What follows belongs to an exercise in optimizing a design on an open flow for small area and a short achievable clock period; a production flow would make more cautious choices.
Only simulation tests tie the RTL to the original design; equivalence was not proved.
Power figures rest on the tool's default switching activity, not on a simulated workload.

## design/flow/config.mk

```make
export PLATFORM = sky130hd
export DESIGN_NAME = ram_2port_bist
export DESIGN_NICKNAME = ram_2port_bist
export VERILOG_FILES = /design/flow/design.v
export SDC_FILE = /design/flow/constraint.sdc
export NUM_CORES = 4
export LEC_CHECK = 0
export CAP_MARGIN = 20
export CORE_MARGIN = 2
export CORE_UTILIZATION = 40
export SETUP_SLACK_MARGIN = 2.5
export SLEW_MARGIN = 20
```

## design/flow/run.sh

```bash
#!/bin/bash
# synth_recipe.tcl (not shown) runs the flow's synth.tcl, then flattens the netlist and writes it again
# the make line also repeats each setting of config.mk as NAME=value (left out here)
make -C /OpenROAD-flow-scripts/flow DESIGN_CONFIG=/design/flow/config.mk WORK_HOME=/design/flow/orfs CLKGATE_MAP_FILE= SYNTH_SCRIPT=/design/flow/synth_recipe.tcl finish
```

## design/flow/design.v

```verilog
module ram_2port_bist #(
    parameter int DATA_W = 8,
    parameter int ADDR_W = 8,
    parameter int RD_LAT = 1
) (
    input  logic              clk,
    input  logic              rst_n,
    input  logic              start,
    input  logic [1:0]        mode,
    input  logic              err_inj,
    output logic              busy,
    output logic              done,
    output logic              pass,
    output logic [ADDR_W:0]   err_cnt,
    output logic [ADDR_W-1:0] first_err_addr,
    input  logic              wr_en,
    input  logic [ADDR_W-1:0] wr_addr,
    input  logic [DATA_W-1:0] wr_data,
    input  logic [ADDR_W-1:0] rd_addr,
    output logic [DATA_W-1:0] rd_data
);
    localparam int DEPTH = 2 ** ADDR_W;
    typedef enum logic [2:0] {
        S_IDLE,
        S_WRITE,
        S_READ,
        S_FLUSH,
        S_DONE
    } state_t;
    state_t              state;
    state_t              state_nxt;
    logic [ADDR_W-1:0]   addr;
    logic [1:0]          flush_cnt;
    logic [1:0]          mode_q;
    logic                accept;
    logic                wren;
    logic                rden;
    logic                addr_last;
    logic                flush_last;
    logic                flush_end;
    logic [DATA_W-1:0]   wdata;
    logic [DATA_W-1:0]   exp_now;
    logic [ADDR_W-1:0]   rdaddress;
    logic [DATA_W-1:0]   mem [DEPTH];
    logic [ADDR_W-1:0]   rd_addr_q;
    logic [DATA_W-1:0]   q;
    logic [RD_LAT-1:0]   vld_d;
    logic [DATA_W-1:0]   exp_d  [RD_LAT];
    logic [ADDR_W-1:0]   addr_d [RD_LAT];
    logic                mismatch;
    function automatic logic [DATA_W-1:0] pattern(input logic [1:0] m,
                                                  input logic [ADDR_W-1:0] a);
        logic [DATA_W-1:0] base;
        logic [DATA_W-1:0] cb;
        base = DATA_W'(a);
        cb   = {(DATA_W/2){2'b01}};
        if (a[0]) begin
            cb = ~cb;
        end
        case (m)
            2'd0:    pattern = base;
            2'd1:    pattern = ~base;
            2'd2:    pattern = cb;
            default: pattern = a[0] ? '0 : '1;
        endcase
    endfunction
    assign addr_last  = (addr == {ADDR_W{1'b1}});
    assign flush_last = (flush_cnt == 2'(RD_LAT - 1));
    assign flush_end  = (state == S_FLUSH) && flush_last;
    always_comb begin
        state_nxt = state;
        accept    = 1'b0;
        wren      = 1'b0;
        rden      = 1'b0;
        case (state)
            S_IDLE, S_DONE: begin
                if (start) begin
                    accept    = 1'b1;
                    state_nxt = S_WRITE;
                end
            end
            S_WRITE: begin
                wren = 1'b1;
                if (addr_last) begin
                    state_nxt = S_READ;
                end
            end
            S_READ: begin
                rden = 1'b1;
                if (addr_last) begin
                    state_nxt = S_FLUSH;
                end
            end
            S_FLUSH: begin
                if (flush_last) begin
                    state_nxt = S_DONE;
                end
            end
            default: state_nxt = S_IDLE;
        endcase
    end
    assign busy = (state == S_WRITE) || (state == S_READ) || (state == S_FLUSH);
    always_ff @(posedge clk or negedge rst_n) begin
        if (!rst_n) begin
            state     <= S_IDLE;
            addr      <= '0;
            flush_cnt <= '0;
            mode_q    <= '0;
        end else begin
            state <= state_nxt;
            if (accept) begin
                addr   <= '0;
                mode_q <= mode;
            end else if (wren || rden) begin
                addr <= addr + 1'b1;
            end
            if (state == S_FLUSH) begin
                flush_cnt <= flush_cnt + 1'b1;
            end else begin
                flush_cnt <= '0;
            end
        end
    end
    assign exp_now   = pattern(mode_q, addr);
    assign rdaddress = busy ? addr : rd_addr;
    logic inj_q;
    always_ff @(posedge clk or negedge rst_n) begin
        if (!rst_n) begin
            inj_q <= 1'b0;
        end else if (accept) begin
            inj_q <= err_inj;
        end
    end
    assign wdata = exp_now ^ DATA_W'(inj_q && (addr == '0));
    always_ff @(posedge clk) begin
        if (wr_en) begin
            mem[wr_addr] <= wr_data;
        end else if (wren) begin
            mem[addr] <= wdata;
        end
        rd_addr_q <= rdaddress;
    end
    generate
        if (RD_LAT == 2) begin : g_out_reg
            logic [DATA_W-1:0] q_r;
            always_ff @(posedge clk) begin
                q_r <= mem[rd_addr_q];
            end
            assign q = q_r;
        end else begin : g_no_out_reg
            assign q = mem[rd_addr_q];
        end
    endgenerate
    always_ff @(posedge clk or negedge rst_n) begin
        if (!rst_n) begin
            vld_d <= '0;
            for (int i = 0; i < RD_LAT; i++) begin
                exp_d[i]  <= '0;
                addr_d[i] <= '0;
            end
        end else begin
            vld_d[0]  <= rden;
            exp_d[0]  <= exp_now;
            addr_d[0] <= addr;
            for (int i = 1; i < RD_LAT; i++) begin
                vld_d[i]  <= vld_d[i-1];
                exp_d[i]  <= exp_d[i-1];
                addr_d[i] <= addr_d[i-1];
            end
        end
    end
    assign rd_data  = q;
    assign mismatch = vld_d[RD_LAT-1] && (q != exp_d[RD_LAT-1]);
    always_ff @(posedge clk or negedge rst_n) begin
        if (!rst_n) begin
            err_cnt        <= '0;
            first_err_addr <= '0;
            done           <= 1'b0;
            pass           <= 1'b0;
        end else begin
            if (accept) begin
                err_cnt        <= '0;
                first_err_addr <= '0;
            end else if (mismatch) begin
                err_cnt <= err_cnt + 1'b1;
                if (err_cnt == '0) begin
                    first_err_addr <= addr_d[RD_LAT-1];
                end
            end
            done <= flush_end;
            if (flush_end) begin
                pass <= (err_cnt == '0) && !mismatch;
            end
        end
    end
endmodule
```

## design/flow/constraint.sdc

```tcl
create_clock -name core_clock -period 6.5 [get_ports {clk}]
set_input_delay 1.3000 -clock core_clock [delete_from_list [all_inputs] [get_ports {clk}]]
set_output_delay 1.3000 -clock core_clock [all_outputs]
set_load 0.01 [all_outputs]
```

==> impl_results.md <==
* Max-slew violation count at 0
* Max Freq at between 0.15 and 0.2 GHz
* Root buffer cell: clkbuf_16
* CTS Buffer Depth at 3
* Die X at roughly 460 µm
* Final Setup Violations at 0
* Cell area after technology mapping at around 0.084 mm²
* Hold_buf cts at 0
* Overflow after GRT at 0
* Critical Path AT at between 4 and 5 ns
* Yosys reg bits at 2108
* Top_reg_cell synth: edfxtp_1
* Worst Path Required at between 5 and 6 ns
* Max Cap Violations at 0
* Total Wirelength at 258800 µm
* Post-DP HPWL at around 160000 µm
* CP bufs+invs at 7
* GP Congestion at about 0.91
* First-pass GRT wire length at 359400 µm
* Critical path class: register to output pin
* Maximum VDD drop at 0.4255 mV
* Register area share after synthesis at 0.7532
* Slew @ Worst Pin at 1.085 ns
* Total power at around 46000 µW
* Yosys cell types at 89
* Post-Syn Instances at ~4300
* Final antenna-violating net count at 0
* EDFF count, synth at between 2000 and 2500
* DRT Pass-1 Iters at 5
* Cell mode on critical path: buf_6
* Placeable Area at between 0.2 and 0.25 mm²
* Leakage at approximately 0.032 µW
* Die footprint at roughly 0.21 mm²
* # fillers at ~17000
* Warnings, synthesis at 3
* CP max stage delay at 0.41 ns
* CTS tree: done
* Fin. Hold Viols at 0
* Area Growth Syn to Fin at 19.37%
* Initial core utilization at 0.4029
* Outcome: timing/DRC/antenna clean
* Antenna violations before repair at 8
* DR vias at between 40000 and 50000
* Post-route DRC at 0
* Worst skew pair latency at roughly 0.87 ns
* FFs w/ async S/R, synth at 0.02467
* CP startpoint kind: register
* Global Route Usage Sum at 0.2416
* Max_slew headroom at 0.2738
* I/O pin cnt at 59
* Average size of a mapped cell at around 19 µm²
* Sum Neg Setup Slack at 0 ns
* Hold Path Class: register to register
* CTS Buf Count at 210
* Clock sinks at 2108
* CP max stage cell: a32oi_1
* Worst path top cell family by delay: buffers and inverters
* CP cell instances: buf_12 -> buf_16 -> buf_4 -> inv_4 -> buf_6 -> mux2i_1 -> a32oi_1 -> nand3_1 -> o211ai_1 -> nor2_1 -> a21oi_4 -> buf_6 -> buf_6
* Mapped Nets at 4350
* # H-tree levels at 4
* Avg WL per Cell at between 30 and 40 µm
* Nets at 4857
* Vias in the first global route at ~46000
* CTS clock-pin slew for the worst setup and hold paths at ~0.06 ns
* Clk_skew at about 0.077 ns
* Max FO, Critical Path at 16
* Die height at around 460 µm
* RSZ-0062 raised after global routing: yes
* Final period utilization at 0.8212
* R2R setup slack at 1.82 ns
* Via density per instance at about 6
* Largest net degree at the start of global routing at 217
* CP Capture Type: output pin
* PortBufs at 58
* Pwr per Cell Area at approximately 460 mW/mm²
* Drt first-iter violations at 6730
* Row count at between 150 and 200
* Crit path time final at roughly 5.3 ns
* Layout cells sized above 1 at 0.2997
layout make-up:
cell class | count | area, µm² | area share
Multi-Input combinational cell | 1937 | 20530 | 0.2057
Inverter | 20 | 87.58 | 0.0008778
Antenna cell | 5 | 12.51 | 0.0001254
Clock inverter | 116 | 1170 | 0.01172
Clock buffer | 263 | 5560 | 0.05573
Tap cell | 2788 | 3488 | 0.03496
Timing Repair Buffer | 544 | 5948 | 0.05961
Sequential cell | 2108 | 62990 | 0.6312
layout by cell type (no fill, tap or decap), types with 48 or more instances in the layout:
cell type        count
nand2_1            230
clkinv_1            51
a22oi_1             55
clkdlybuf4s50_1     49
buf_4              350
mux2i_1            235
mux4_2             407
nor2_2              59
clkbuf_16          212
o22ai_1             56
dfrtp_1             51
nand3_1             48
edfxtp_1          2048
nor2_1             275
stage by stage:
stage          cells  worst slack [ns]  instance area, µm²  hold slack [ns]    util
2_1_floorplan   4314             1.776               83650           0.3519       -
3_3_place_gp    7222            0.3376               88920           0.4215  0.4286
3_5_place_dp    7223            0.3115               88940           0.4287  0.4286
4_1_cts         7732             1.194               98990           0.4377  0.4771
5_1_grt         7777             1.165               99770           0.4637  0.4808
6_report        7781             1.162               99780           0.4323  0.4809
sequential cells by signal, indices dropped and copies added, names as in the netlist, named ones only:
signal,flops
addr,8
addr_d,8
done,1
err_cnt,9
exp_d,8
first_err_addr,8
flush_cnt,2
inj_q,1
mem,2048
mode_q,2
pass,1
state,3
vld_d,1
what timing repair did:
action                                  in CTS  in global routing
pin swaps                                   54                 33
buffers inserted                           109                 40
resized for setup                          389                100
endpoints found under the setup margin     282                501
cloned                                      21                  3
per-layer routing:
metal,global-route usage,part of all wire,up-vias
met3,0.06440,0.11,543
met5,0.002985,0.00044,-
li1,-,-,18597
met1,0.3360,0.39,24667
met2,0.3611,0.45,2764
met4,0.09887,0.045,6
worst paths after layout:
kind,start,end,cells past startpoint
max in group asynchronous,rst_n,state[1],2
worst min register to register,flush_cnt[0],flush_cnt[0],1
worst min-delay path,flush_cnt[0],flush_cnt[0],1
worst max-delay path,register,rd_data[3],13
min in group asynchronous,rst_n,pass,2
worst max register to register,register,first_err_addr[5],19
Yosys cell counts, types with 13 or more instances:
cell | count | share of area
edfxtp_1 | 2048 | 0.74
mux4_2 | 405 | 0.11
nor2_1 | 335 | 0.015
mux2i_1 | 253 | 0.030
nand2_1 | 247 | 0.011
clkbuf_1 | 86 | 0.0039
buf_2 | 64 | 0.0038
o22ai_1 | 63 | 0.0047
a21oi_1 | 58 | 0.0035
a22oi_1 | 58 | 0.0052
dfrtp_1 | 52 | 0.016
nand3_1 | 51 | 0.0031
buf_4 | 48 | 0.0043
buf_6 | 36 | 0.0048
mux2_2 | 35 | 0.0047
nor2b_1 | 35 | 0.0026
o21ai_0 | 31 | 0.0019
a211oi_1 | 29 | 0.0026
a31oi_1 | 25 | 0.0019
nand2b_1 | 22 | 0.0016
nor3_1 | 19 | 0.0011
nand3b_1 | 17 | 0.0015
and2_1 | 16 | 0.0012
inv_1 | 15 | 0.00067
nand4_1 | 14 | 0.0010
o221ai_1 | 14 | 0.0015
xor2_1 | 14 | 0.0015
a221oi_1 | 13 | 0.0014
buf_1 | 13 | 0.00058
xnor2_1 | 13 | 0.0014
cells by family (layout without fill, tap and decap cells):
group | Yosys count | in the layout | share of synthesized area
buffers and inverters | 272 | 943 | 0.01917
AND/OR/NAND/NOR | 810 | 810 | 0.04305
XOR/XNOR | 27 | 27 | 0.002829
AO/OA/AOI/OAI | 388 | 391 | 0.03340
adder cells (fa/ha/maj) | 5 | 5 | 0.0007484
other | 0 | 5 | 0
multiplexers | 704 | 704 | 0.1476
flip-flops | 2108 | 2108 | 0.7532
power by group:
| part | switching, µW | total, µW | internal, µW |
|---|---|---|---|
| clock | 5270 | 12000 | 6700 |
| combinational | 10500 | 17200 | 6740 |
| sequential | 294 | 16900 | 16600 |

what the ideal ports hide:
No port has a modelled driver above. Below, the same layout with a new extraction and two added sets of constraints. Step 1 assumes that a clkbuf_16 drives the clock port and a buf_2 every other input. Step 2, shift: input delay + t, output delay - t, t = (earliest + latest rising clock arrival at the registers) / 2. This alone moves slack from input paths to output paths. a / b / c = ideal / step 1 / step 2; a / b = the first two.
shift t [ns]: 0.919
setup slack, ns: 1.162 / 1.074 / 1.649
worst setup path at the end: input to register
worst register clock-pin slew, ns: 0.07 / 0.07
worst slew at a driven data input, ns: 0.06
After both steps setup and hold are still met in this run. For this run, drivers alone change the setup slack by -0.088 ns; drivers and shift together by +0.487 ns.
